This is an optimization exercise on Yosys and OpenROAD, whose aim is small area, a short achievable clock period and few clock cycles, not a production implementation.
The RTL was checked by simulation tests, not by an equivalence proof against the original design.
No activity file was given, so power comes from the tool's default toggle rates.

$ cat run.sh
#!/bin/bash
# synth_recipe.tcl (not shown) runs the flow's synth.tcl, then flattens the netlist and writes it again
# the make line also repeats each setting of config.mk as NAME=value (left out here)
make -C /OpenROAD-flow-scripts/flow DESIGN_CONFIG=/design/flow/config.mk WORK_HOME=/design/flow/orfs CLKGATE_MAP_FILE= SYNTH_SCRIPT=/design/flow/synth_recipe.tcl finish
$ cat config.mk
export PLATFORM = sky130hd
export DESIGN_NAME = mips_multicycle_core
export DESIGN_NICKNAME = mips_multicycle_core
export VERILOG_FILES = /design/flow/design.v
export SDC_FILE = /design/flow/constraint.sdc
export NUM_CORES = 4
export LEC_CHECK = 0
export CAP_MARGIN = 20
export CELL_PAD_IN_SITES_DETAIL_PLACEMENT = 1
export CELL_PAD_IN_SITES_GLOBAL_PLACEMENT = 2
export CORE_MARGIN = 2
export CORE_UTILIZATION = 30
export PLACE_DENSITY = 0.4
export SLEW_MARGIN = 20
$ cat constraint.sdc
create_clock -name core_clock -period 10.0 [get_ports {clk}]
set_input_delay 2.0000 -clock core_clock [delete_from_list [all_inputs] [get_ports {clk}]]
set_output_delay 2.0000 -clock core_clock [all_outputs]
set_load 0.01 [all_outputs]
$ cat design.v
module mips_multicycle_core #(
  parameter logic [31:0] RESET_PC        = 32'h0000_0000,
  parameter bit          HALT_ON_ILLEGAL = 1'b1
) (
  input  logic        clk,
  input  logic        reset_n,
  output logic        mem_req,
  output logic        mem_we,
  output logic [31:0] mem_addr,
  output logic [31:0] mem_wdata,
  input  logic [31:0] mem_rdata,
  input  logic        mem_ready,
  input  logic [4:0]  dbg_addr,
  output logic [31:0] dbg_data,
  output logic [31:0] pc_out,
  output logic [31:0] instr_out,
  output logic [3:0]  state_out,
  output logic        retire,
  output logic        halted
);
  typedef enum logic [3:0] {
    FETCH  = 4'd0,  DECODE = 4'd1,  EXEC   = 4'd2,  ALUWB  = 4'd3,
    MEMADR = 4'd4,  MEMRD  = 4'd5,  MEMWB  = 4'd6,  MEMWR  = 4'd7,
    BRANCH = 4'd8,  ADDIEX = 4'd9,  ADDIWB = 4'd10, JUMP   = 4'd11,
    HALT   = 4'd15
  } state_t;
  state_t state, state_nx, ill_nx;
  logic [31:0] pc, ir, a, b, alu_out, mdr, simm, alu_r, wd;
  logic [31:0] regs [32];
  logic [5:0] op, fn;
  logic [4:0] rs, rt, rd, wa;
  logic we, illegal_op, illegal_fn;
  assign op = ir[31:26];
  assign rs = ir[25:21];
  assign rt = ir[20:16];
  assign rd = ir[15:11];
  assign fn = ir[5:0];
  assign simm = {{16{ir[15]}}, ir[15:0]};
  assign illegal_op = !(op == 6'h00 || op == 6'h23 || op == 6'h2B || op == 6'h04 || op == 6'h08 || op == 6'h02);
  assign illegal_fn = !(fn == 6'h20 || fn == 6'h22 || fn == 6'h24 || fn == 6'h25 || fn == 6'h2A);
  assign ill_nx = HALT_ON_ILLEGAL ? HALT : FETCH;
  assign alu_r = fn == 6'h20 ? a + b :
                 fn == 6'h22 ? a - b :
                 fn == 6'h24 ? a & b :
                 fn == 6'h25 ? a | b :
                 {31'd0, $signed(a) < $signed(b)};
  always_comb begin
    state_nx = state;
    case (state)
      FETCH:   state_nx = mem_ready ? DECODE : FETCH;
      DECODE:  state_nx = op == 6'h00 ? EXEC :
                          (op == 6'h23 || op == 6'h2B) ? MEMADR :
                          op == 6'h04 ? BRANCH :
                          op == 6'h08 ? ADDIEX :
                          op == 6'h02 ? JUMP : ill_nx;
      EXEC:    state_nx = illegal_fn ? ill_nx : ALUWB;
      MEMADR:  state_nx = op == 6'h23 ? MEMRD : MEMWR;
      MEMRD:   state_nx = mem_ready ? MEMWB : MEMRD;
      MEMWR:   state_nx = mem_ready ? FETCH : MEMWR;
      ADDIEX:  state_nx = ADDIWB;
      HALT:    state_nx = HALT;
      default: state_nx = FETCH;
    endcase
  end
  assign we = state == ALUWB || state == MEMWB || state == ADDIWB;
  assign wa = state == ALUWB ? rd : rt;
  assign wd = state == MEMWB ? mdr : alu_out;
  assign mem_req   = reset_n && (state == FETCH || state == MEMRD || state == MEMWR);
  assign mem_we    = state == MEMWR;
  assign mem_addr  = state == FETCH ? pc : alu_out;
  assign mem_wdata = b;
  assign dbg_data  = regs[dbg_addr];
  assign pc_out    = pc;
  assign instr_out = ir;
  assign state_out = state;
  assign halted    = state == HALT;
  assign retire    = (state == ALUWB || state == MEMWB || state == BRANCH || state == ADDIWB || state == JUMP) ||
                     (state == MEMWR && mem_ready) ||
                     (!HALT_ON_ILLEGAL && ((state == DECODE && illegal_op) || (state == EXEC && illegal_fn)));
  always_ff @(posedge clk or negedge reset_n)
    if (!reset_n) begin
      state   <= FETCH;
      pc      <= RESET_PC;
      ir      <= '0;
      a       <= '0;
      b       <= '0;
      alu_out <= '0;
      mdr     <= '0;
      for (int i = 0; i < 32; i++) regs[i] <= '0;
    end else begin
      state <= state_nx;
      if (state == FETCH && mem_ready) begin
        ir <= mem_rdata;
        pc <= pc + 32'd4;
      end
      if (state == DECODE) begin
        a       <= regs[rs];
        b       <= regs[rt];
        alu_out <= pc + {simm[29:0], 2'b00};
      end
      if (state == EXEC) alu_out <= alu_r;
      if (state == MEMADR || state == ADDIEX) alu_out <= a + simm;
      if (state == MEMRD && mem_ready) mdr <= mem_rdata;
      if (state == BRANCH && a == b) pc <= alu_out;
      if (state == JUMP) pc <= {pc[31:28], ir[25:0], 2'b00};
      if (we && wa != 5'd0) regs[wa] <= wd;
    end
endmodule
==> run summary <==
==> per-stage QoR <==
stage	setup WS (ns)	area [um^2]	hold WS [ns]	power [mW]	util, %
floorplan	4.25	69500	0.474	13.5	-
global placement	2.11	76400	0.446	20.7	33.2
detailed placement	2.10	76500	0.436	20.8	33.3
CTS	2.09	81700	0.454	26.7	35.5
global route	1.96	81900	0.463	28.2	35.6
finish	1.82	82000	0.458	27.4	35.6
==> sequential cells by signal, summed over array words and instances (netlist names) <==
name / cells
b: 32
alu_out: 32
a: 32
mdr: 32
regs: 1024
state: 4
ir: 32
pc: 32
==> power groups by stage <==
stage | registers, mW | clock network, mW | logic (mW)
after global placement | 9.74 | 0 | 10.9
final | 9.80 | 5.86 | 11.7
after CTS | 9.58 | 5.95 | 11.2
after floorplan | 8.02 | 0 | 5.51
after global routing | 9.78 | 6.13 | 12.2
after detailed placement | 9.64 | 0 | 11.1
==> final cells by class <==
class	count	share of cell area, %
well taps	3026	4.62
flip-flops and latches	1220	37.2
repair buffers	515	5.69
multi-input cells	5727	45.5
diodes	47	0.143
inverters	119	0.545
clock buffers	215	5.34
clock inverters	64	0.969
==> routing by layer <==
layer / share of wire, % / global-route usage [%]
met1: 38 / 54.0
met5: 0.13 / 1.33
met2: 41 / 63.9
met3: 12 / 16.9
met4: 8.4 / 29.7
==> cells by family (layout without fill, tap and decap cells) <==
kind of cell | count (synthesis) | count (layout) | synth area share, %
adder cells (fa/ha/maj) | 162 | 162 | 2.96
XOR/XNOR | 91 | 91 | 1.15
multiplexers | 108 | 108 | 1.68
AND/OR/NAND/NOR | 2080 | 2080 | 13.0
flip-flops | 1220 | 1220 | 44.0
buffers and inverters | 862 | 913 | 4.73
other | 0 | 47 | 0
AO/OA/AOI/OAI | 3286 | 3286 | 32.5
==> cells in the final DEF (no fill, tap or decap), types with 32 or more instances in the layout <==
master	netlist	final
a21o_1	36	36
a21oi_1	326	326
a221oi_1	502	502
a22o_1	485	485
a22oi_1	501	501
buf_4	1	287
clkbuf_1	669	34
clkbuf_16	0	156
clkdlybuf4s50_1	0	206
clkinv_2	0	32
dfrtp_1	1220	1217
diode_2	0	47
ha_1	157	157
inv_1	119	119
mux2_2	70	70
nand2_1	1197	1168
nand3_1	145	145
nand4_1	208	208
nor2_1	339	238
nor2_4	0	98
nor3_1	39	37
o21ai_0	1101	1101
o32ai_1	65	40
xnor2_1	65	65
==> how the worst min path moves through the flow <==
stage / cells past startpoint / end / slack (ns)
after CTS: 0 / regs[0][4] / 0.45
final: 0 / regs[0][4] / 0.46
after detailed placement: 0 / regs[0][4] / 0.44
after global routing: 0 / regs[0][4] / 0.46
after global placement: 0 / regs[0][10] / 0.45
after floorplan: 1 / regs[0][15] / 0.47
==> impl_metrics.py <==
metrics = {
    "status": {
        "outcome": "no timing/DRC/antenna violations",
    },
    "setup_path": {
        "cp_num_buf_inv": 3,
        "end_kind": "primary output",
        "r2r_slack_ns": 5.00,
        "path_depth": 8,
        "cp_top_family": "buffers and inverters",
        "worstSetupPathType": "input port to primary output",
        "setup.worst_path.end": "dbg_data[30]",
        "max_stage_delay_ns": 1.02,
        "arrival_ns": 6.18,
        "cp_data_required_time_ns": 8.00,
        "rr_endpoint": "alu_out[0]",
        "crit_start": "dbg_addr[1]",
        "timing.critical_path.mode_cell": "clkdlybuf4s50_1",
        "reg2reg_depth": 13,
        "reg2reg_from": "a[0]",
        "start_kind": "input port",
        "worstPathCellList": "clkdlybuf4s50_1, or3b_2, nor2_4, buf_4, a221oi_1, nand4_1, o32a_1, clkdlybuf4s50_1",
        "cpMaxStageDelayCell": "nor2_4",
        "path_max_fanout": 17,
    },
    "power": {
        "p_per_area_nw_per_um2": 334,
        "internal_power_mw": 13.4,
        "leakage_nw": 33.5,
        "power.switching_mw": 14.0,
        "p_clk_share_pct": 21.4,
        "swShare_pct": 51.0,
        "p_seq_share_pct": 35.8,
        "ir_drop_mv": 0.151,
        "combinationalPowerShare_pct": 42.8,
    },
    "cells_and_area": {
        "instances_no_fill": 10900,
        "nets": 7939,
        "seqCellArea_um2": 30500,
        "fillCellCount": 25900,
        "areaGrowthSynthToFinish_pct": 18.1,
        "drive_above_1_share_pct": 11.0,
        "multi_input_area_um2": 37300,
    },
    "timing": {
        "slew_viol_final": 0,
        "final.setup.tns_ns": 0,
        "hold_viol_final": 0,
        "max_slew_margin_pct": 9.86,
        "tightest_slew_ns": 1.35,
        "fmax_ghz": 0.122,
        "setup_violations": 0,
        "period_minus_slack_ns": 8.18,
        "timing.final.crit_share_pct": 81.8,
        "rsz0062_at_grt": "no",
        "skew_ns": 0.0611,
    },
    "yosys": {
        "postSynthCellCount": 7809,
        "synth_ff_type": "dfrtp_1",
        "synth.most_common_cell": "dfrtp_1",
        "synth_edf_count": 0,
        "synthTopCellsByCount": "dfrtp_1 (1,220), nand2_1 (1,197), o21ai_0 (1,101), clkbuf_1 (669), a221oi_1 (502)",
        "async_flop_share_pct": 100,
        "synth.avg_cell_area_um2": 8.89,
        "netlist_area_um2": 69500,
        "synth_largest_area_cell": "dfrtp_1",
        "synth_top_cells_by_area": "dfrtp_1 (44%), o21ai_0 (7.9%), nand2_1 (6.5%), a221oi_1 (6.3%), a22o_1 (6.1%)",
        "synth_top_cell_area_share_pct": 44.0,
        "synth.distinct_cells": 85,
        "synthesis.nets": 8010,
        "seq_area_frac_synth_pct": 44.0,
        "ys_ff_latch": 1220,
        "yosys_warnings": 2,
    },
    "route": {
        "viasPerCell": 7.09,
        "wl_um": 533000,
        "wl_per_cell_um": 48.7,
        "vias": 77500,
        "drt-pass1-iter-count": 9,
        "first_iter_violations": 13000,
        "drtAntennaViolNets": 0,
        "drc": 0,
    },
    "clock_tree": {
        "cts_resized": 0,
        "clock_sinks": 1220,
        "ctsLongestPathBuffers": 3,
        "clkSlewWorstSetupHoldPaths_ns": 0.06,
        "clk_latency_ns": 0.90,
        "holdBufCountCts": 0,
        "post_cts_buffers": 0,
        "cts_buffers": 155,
        "cts_root_buffer": "clkbuf_16",
        "cts_tree": "built",
        "htreeDepth": 4,
    },
    "place": {
        "placed_cells": 10600,
        "routabilityCongestion": 0.992,
        "port_buffers": 207,
        "place_hpwl_um": 338000,
    },
    "grt": {
        "antenna_found_initial": 57,
        "grt_pass1_vias": 74500,
        "grt_pass1_wl_um": 708000,
        "grt_overflow": 0,
        "grt_max_degree": 141,
        "track_usage_pct": 44.1,
    },
    "min_path": {
        "hp-start": "regs[0][4]",
        "hp-class": "register to register",
    },
    "die": {
        "start_util_pct": 30.2,
        "rows": 176,
        "die_area_um2": 235000,
        "core-area_um2": 230000,
        "pin_count": 208,
        "fp.dieH_um": 485,
        "die_w_um": 485,
    },
    "job": {
        "max_cap_viol_count": 0,
    },
}
Testbench counts, summed over its fixed seeds: cycles 68,303.

-- afterwards: timing with drivers on the ports --
In the flow no input, the clock included, has a driving cell. The finished layout below was timed again as built, in two steps.
Step 1 assumes that a clkbuf_16 drives the clock port and a buf_2 every other input.
Step 2 times the ports against the registers' clock, not the clock port: input delays grow and output delays shrink by t, the midpoint of the rising clock arrivals with the driver on.
a / b / c = no drivers / after step 1 / after step 2; a / b = the first two.
t, ns: 0.955
slack for setup (ns): 1.817 / 1.686 / 1.686
worst setup path at the end: input to output
slew at the worst register clock pin (ns): 0.07 / 0.07
worst data-port slew with drivers (ns): 0.15
After both steps setup and hold are still met in this run. For this run, drivers alone change the setup slack by -0.131 ns; drivers and shift together by -0.131 ns.
